Context: an optimization exercise on an open-source flow, tuned for small area, a short achievable clock period and few clock cycles. The choices shown serve that exercise and are no tape-out recipe.
Function was checked by simulation only, so behaviour that the tests miss may differ from the original.
Power and IR drop assume default switching activity.

==> yarrow <==
==> flow/design.v <==
`default_nettype none
package rc4_pkg;
    localparam int MAX_MSG_LEN = 32;                    
    localparam int KEY_BYTES   = 3;                     
    typedef logic [7:0]  byte_t;                        
    typedef logic [7:0]  sbox_addr_t;                   
    typedef logic [23:0] rc4_key_t;                     
    typedef logic [$clog2(MAX_MSG_LEN)-1:0] msg_idx_t;  
endpackage
`default_nettype wire
`default_nettype none
module s_box_ram (
    input  logic                 clk,
    input  logic                 init,       
    input  logic [15:0]          qroww,      
    input  logic [15:0]          qcolw,      
    input  logic [15:0]          qrowr,      
    input  logic [15:0]          qcolr,      
    input  rc4_pkg::byte_t       ah,         
    input  rc4_pkg::byte_t       al,         
    output rc4_pkg::byte_t       b_prev,     
    output rc4_pkg::byte_t       r2,         
    input  logic [15:0]          trow,       
    input  logic [15:0]          tcol,
    output rc4_pkg::byte_t       zt,         
    output rc4_pkg::byte_t       bb          
);
    rc4_pkg::byte_t r [1:255];
    logic [255:0]   wsel;                    
    rc4_pkg::byte_t rowb [0:15];             
    rc4_pkg::byte_t rowb_q [0:15];           
    rc4_pkg::byte_t rowz [0:15];
    rc4_pkg::byte_t rowz_q [0:15];
    logic [15:0]    trow_q;
    logic [15:0]    qrow_q;
    logic           qzero_q;                 
    rc4_pkg::byte_t bb_q;                    
    rc4_pkg::byte_t b_rows;
    always_comb begin
        for (int k = 0; k < 256; k++) wsel[k] = qroww[k / 16] & qcolw[k % 16];
    end
    always_comb begin
        for (int rr = 0; rr < 16; rr++) begin
            rowb[rr] = '0;
            rowz[rr] = '0;
            for (int cc = 0; cc < 16; cc++) begin
                if (rr * 16 + cc != 0) begin
                    rowb[rr] = rowb[rr] | (r[rr * 16 + cc] & {8{qcolr[cc]}});
                    rowz[rr] = rowz[rr] | (r[rr * 16 + cc] & {8{tcol[cc]}});
                end
            end
        end
        b_rows = '0;
        zt     = '0;
        for (int rr = 0; rr < 16; rr++) begin
            b_rows = b_rows | (rowb_q[rr] & {8{qrow_q[rr]}});
            zt     = zt     | (rowz_q[rr] & {8{trow_q[rr]}});
        end
    end
    assign b_prev = qzero_q ? bb_q : b_rows;
    assign r2     = r[2];
    assign bb     = bb_q;
    always_ff @(posedge clk) begin
        for (int rr = 0; rr < 16; rr++) begin
            rowb_q[rr] <= rowb[rr];
            rowz_q[rr] <= rowz[rr];
        end
        qrow_q <= qrowr;
        trow_q <= trow;
        if (init) begin
            qzero_q <= 1'b1;                     
            bb_q    <= 8'hFF;
        end else begin
            qzero_q <= qrowr[0] & qcolr[0];
            bb_q    <= b_prev;
        end
    end
    for (genvar k = 1; k < 256; k++) begin : g_pos
        for (genvar n = 0; n < 8; n++) begin : g_bit
            logic ax;
            logic nxt;
            assign ax = (((k - 1) >> n) & 1) ? ah[n] : al[n];
            if (k == 255) begin : g_last
                assign nxt = b_prev[n];
            end else begin : g_mid
                assign nxt = r[k + 1][n];
            end
            always_ff @(posedge clk) begin
                r[k][n] <= wsel[(k + 1) % 256] ? ax : nxt;
            end
        end
    end
endmodule
`default_nettype wire
`default_nettype none
module rc4_keystream (
    input  logic               clk,
    input  logic               go,                   
    input  logic               busy,                 
    input  logic               busy_next,            
    input  rc4_pkg::rc4_key_t  secret_key,
    output logic               prga,                 
    output rc4_pkg::byte_t     z                     
);
    logic [8:0]           c;
    rc4_pkg::byte_t       a_q;                       
    rc4_pkg::byte_t       ah_q, al_q;                
    logic                 init_q;                    
    logic [15:0]          qroww_q, qcolw_q;          
    logic                 is2_q;                     
    rc4_pkg::sbox_addr_t  q_q;                       
    rc4_pkg::sbox_addr_t  qk_q;                      
    logic [15:0]          qrow_q, qcol_q;            
    logic [23:0]          keym1_q;                   
    rc4_pkg::byte_t       ami_q;                     
    rc4_pkg::byte_t       a_next;
    rc4_pkg::sbox_addr_t  q_next;
    rc4_pkg::byte_t       b_prev;
    rc4_pkg::byte_t       bb;
    rc4_pkg::byte_t       r2;
    rc4_pkg::byte_t       zt;
    rc4_pkg::sbox_addr_t  u;                         
    logic [15:0]          trow_q, tcol_q;            
    rc4_pkg::byte_t       a1_q, a1_qq;               
    logic                 ui_q, ui_qq;               
    logic                 uj_q, uj_qq;               
    logic                 ksa_last;
    assign ksa_last = (c == 9'd255);
    assign prga     = busy && (c >= 9'd257) && (c <= 9'd288);
    assign a_next   = is2_q ? a_q : r2;
    assign q_next   = go ? secret_key[23:16] + 8'd1 : ksa_last ? 8'd1 : qk_q + a_next;
    assign u        = b_prev + ami_q;
    s_box_ram u_s_box (
        .clk     (clk),
        .init    (init_q),
        .qroww   (qroww_q),
        .qcolw   (qcolw_q),
        .qrowr   (qrow_q),
        .qcolr   (qcol_q),
        .ah      (ah_q),
        .al      (al_q),
        .b_prev  (b_prev),
        .r2      (r2),
        .trow    (trow_q),
        .tcol    (tcol_q),
        .zt      (zt),
        .bb      (bb)
    );
    assign z = ui_qq ? a1_qq : uj_qq ? bb : zt;
    always_ff @(posedge clk) begin
        ami_q <= a_q - c[7:0] - 8'd1;
        a1_q  <= a_q;
        ui_q  <= (u == 8'd0);
        uj_q  <= (u == q_q - 8'd1);
        a1_qq <= a1_q;
        ui_qq <= ui_q;
        uj_qq <= uj_q;
        q_q   <= q_next;
        qk_q  <= go ? secret_key[23:16] + secret_key[15:8] : ksa_last ? 8'd0 : qk_q + a_next + keym1_q[7:0];
        is2_q <= (q_next == 8'd2);
        for (int k = 0; k < 16; k++) begin
            trow_q[k] <= (u[7:4] == 4'(k));
            tcol_q[k] <= (u[3:0] == 4'(k));
            qrow_q[k] <= (q_next[7:4] == 4'(k));
            qcol_q[k] <= (q_next[3:0] == 4'(k));
            qroww_q[k] <= !busy_next || (q_next[7:4] == 4'(k));
            qcolw_q[k] <= !busy_next || (q_next[3:0] == 4'(k));
        end
        init_q <= !busy_next;
        if (go) begin
            keym1_q <= {secret_key[23:16] - 8'd1, secret_key[15:8] - 8'd1, secret_key[7:0] - 8'd1};
        end else if (ksa_last) begin
            keym1_q <= '1;                           
        end else begin
            keym1_q <= {keym1_q[15:0], keym1_q[23:16]};
        end
        if (go) begin
            c      <= '0;
            a_q    <= 8'd0;
        end else begin
            if (busy) c <= c + 9'd1;
            a_q    <= a_next;
        end
        if (!busy_next) begin
            ah_q <= 8'hFF;
            al_q <= 8'h00;
        end else if (go) begin
            ah_q <= 8'd0;
            al_q <= 8'd0;
        end else begin
            ah_q <= is2_q ? ah_q : r2;
            al_q <= is2_q ? al_q : r2;
        end
    end
endmodule
`default_nettype wire
`default_nettype none
module rc4_xor_stage (
    input  logic               clk,
    input  logic               reset_n,
    input  logic               init,
    input  logic               ct_load,
    input  logic [12:0]        ct_in,
    input  logic               zv,               
    input  rc4_pkg::byte_t     z,
    output logic               pt_valid,
    output logic [12:0]        pt_out,
    output logic               last              
);
    rc4_pkg::byte_t     ct_mem [0:rc4_pkg::MAX_MSG_LEN-1];
    rc4_pkg::msg_idx_t  idx;
    assign last = zv && (idx == 5'd31);
    always_ff @(posedge clk) begin
        if (ct_load) ct_mem[ct_in[12:8]] <= ct_in[7:0];
        pt_out <= {idx, z ^ ct_mem[idx]};
        if (init) idx <= '0;
        else if (zv) idx <= idx + 5'd1;
    end
    always_ff @(posedge clk) begin
        if (!reset_n) pt_valid <= 1'b0;
        else          pt_valid <= zv;
    end
endmodule
`default_nettype wire
`default_nettype none
module rc4_decrypt_top (
    input  logic               clk,
    input  logic               reset_n,
    input  logic               start,
    input  logic [23:0]        secret_key,       
    input  logic               ct_load,
    input  logic [12:0]        ct_in,            
    output logic               pt_valid,
    output logic [12:0]        pt_out,           
    output logic               done
);
    logic           busy;                        
    logic           zv1;                         
    logic           zv2;                         
    logic           zv;                          
    logic           go;                          
    logic           busy_next;
    logic           prga;
    logic           last;
    rc4_pkg::byte_t z;
    assign go        = start && !busy;
    assign busy_next = reset_n && (go || (busy && !last));
    rc4_keystream u_keystream (
        .clk        (clk),
        .go         (go),
        .busy_next  (busy_next),
        .busy       (busy),
        .secret_key (secret_key),
        .prga       (prga),
        .z          (z)
    );
    rc4_xor_stage u_xor (
        .clk      (clk),
        .reset_n  (reset_n),
        .init     (go),
        .ct_load  (ct_load),
        .ct_in    (ct_in),
        .zv       (zv),
        .z        (z),
        .pt_valid (pt_valid),
        .pt_out   (pt_out),
        .last     (last)
    );
    always_ff @(posedge clk) begin
        if (!reset_n) begin
            busy <= 1'b0;
            zv1  <= 1'b0;
            zv2  <= 1'b0;
            zv   <= 1'b0;
            done <= 1'b0;
        end else begin
            zv1  <= prga;
            zv2  <= zv1;
            zv   <= zv2;
            if (go) begin
                busy <= 1'b1;
                done <= 1'b0;
            end else if (last) begin
                busy <= 1'b0;
                done <= 1'b1;
            end
        end
    end
endmodule
`default_nettype wire
==> flow/run.sh <==
#!/bin/bash
# synth_recipe.tcl (not shown) runs the flow's synth.tcl, then flattens the netlist and writes it again
# the make line also repeats each setting of config.mk as NAME=value (left out here)
make -C /OpenROAD-flow-scripts/flow DESIGN_CONFIG=/design/flow/config.mk WORK_HOME=/design/flow/orfs CLKGATE_MAP_FILE= SYNTH_SCRIPT=/design/flow/synth_recipe.tcl finish
==> flow/config.mk <==
export PLATFORM = sky130hd
export DESIGN_NAME = rc4_decrypt_top
export DESIGN_NICKNAME = rc4_decrypt_top
export VERILOG_FILES = /design/flow/design.v
export SDC_FILE = /design/flow/constraint.sdc
export NUM_CORES = 4
export LEC_CHECK = 0
export CAP_MARGIN = 20
export CORE_MARGIN = 2
export CORE_UTILIZATION = 35
export CTS_CLUSTER_DIAMETER = 100
export CTS_CLUSTER_SIZE = 30
export PLACE_DENSITY = 0.45
export SETUP_SLACK_MARGIN = 5
export SLEW_MARGIN = 20
==> flow/constraint.sdc <==
create_clock -name core_clock -period 12.0 [get_ports {clk}]
set_input_delay 2.4000 -clock core_clock [delete_from_list [all_inputs] [get_ports {clk}]]
set_output_delay 2.4000 -clock core_clock [all_outputs]
set_load 0.01 [all_outputs]
==> harbor (differences from yarrow) <==
--- a/flow/design.v
+++ b/flow/design.v
@@ -239,17 +239,19 @@
     logic           zv2;                         
     logic           zv;                          
     logic           go;                          
-    logic           busy_next;
+    logic           go_q;                        
+    logic           run;                         
+    logic           run_next;
     logic           prga;
     logic           last;
     rc4_pkg::byte_t z;
-    assign go        = start && !busy;
-    assign busy_next = reset_n && (go || (busy && !last));
+    assign go       = start && !busy;
+    assign run_next = reset_n && (go_q || (run && !last));
     rc4_keystream u_keystream (
         .clk        (clk),
-        .go         (go),
-        .busy_next  (busy_next),
-        .busy       (busy),
+        .go         (go_q),
+        .busy_next  (run_next),
+        .busy       (run),
         .secret_key (secret_key),
         .prga       (prga),
         .z          (z)
@@ -257,7 +259,7 @@
     rc4_xor_stage u_xor (
         .clk      (clk),
         .reset_n  (reset_n),
-        .init     (go),
+        .init     (go_q),
         .ct_load  (ct_load),
         .ct_in    (ct_in),
         .zv       (zv),
@@ -269,11 +271,15 @@
     always_ff @(posedge clk) begin
         if (!reset_n) begin
             busy <= 1'b0;
+            go_q <= 1'b0;
+            run  <= 1'b0;
             zv1  <= 1'b0;
             zv2  <= 1'b0;
             zv   <= 1'b0;
             done <= 1'b0;
         end else begin
+            go_q <= go;
+            run  <= run_next;
             zv1  <= prga;
             zv2  <= zv1;
             zv   <= zv2;
==> flow/flow/run.sh (new file) <==
#!/bin/bash
set -euo pipefail
bash standard.sh SETUP_SLACK_MARGIN=7.7 TNS_END_PERCENT=20 finish > flow_finish.log 2>&1
==> flow/standard.sh (new file) <==
#!/bin/bash
# synth_recipe.tcl (not shown) runs the flow's synth.tcl, then flattens the netlist and writes it again
# the make line also repeats each setting of config.mk as NAME=value (left out here)
make -C /OpenROAD-flow-scripts/flow DESIGN_CONFIG=/design/flow/config.mk WORK_HOME=/design/flow/orfs CLKGATE_MAP_FILE= SYNTH_SCRIPT=/design/flow/synth_recipe.tcl "${@:-finish}"
Settings changed: CTS_CLUSTER_SIZE 30 to 24, SETUP_SLACK_MARGIN 5 to unset.
removed: flow/run.sh
==> notes <==
yarrow passed the timing, design-rule and antenna checks. harbor produced a clean layout. Of harbor and yarrow, yarrow has the higher total power (gap 10%, measured against yarrow). Critical path depth: harbor is lower than yarrow (5). Clock skew: harbor is higher than yarrow (0.0025 ns). Sequential share of layout area is about the same in harbor and yarrow. In harbor the register-to-register slack is better than in yarrow, by 0.15 ns. In harbor the count of clock-buffer cells in the layout is higher than in yarrow, by 34. In utilization, harbor and yarrow hardly differ. In synthesized area, harbor and yarrow hardly differ. Clock power: yarrow is smaller than harbor (about 3%).
Testbench counts of yarrow, summed over its fixed seeds: cycles 20,800.
Testbench counts of harbor, summed over its fixed seeds: cycles 20,864.

## port drivers added, routing unchanged
The flow's constraints put no driver on any port. The routed layouts listed below were extracted and timed again, unchanged, in two steps.
Step 1 assumes that a clkbuf_16 drives the clock port and a buf_2 every other input.
Step 2 moves the port delays by t, midway between the first and last clock arrival at a register: inputs arrive t later, outputs are due t later. That takes back most of the time a late clock gives input paths.
Three values: no drivers, after step 1, after step 2; two values: the first two.
| run | shift t [ns] | setup WS [ns] | worst setup path after step 2 | worst data-port slew with drivers (ns) | pins driven straight from the clock port |
|---|---|---|---|---|---|
| yarrow | 1.059 | 7.641 / 7.585 / 6.666 | input to register | 0.03 | 1 |
| harbor | 1.012 | 7.762 / 7.641 / 7.002 | input to register | 0.05 | 1 |
After both steps every run listed still meets setup and hold. For yarrow, which loses most, drivers alone change the setup slack by -0.056 ns; drivers and shift together by -0.975 ns.
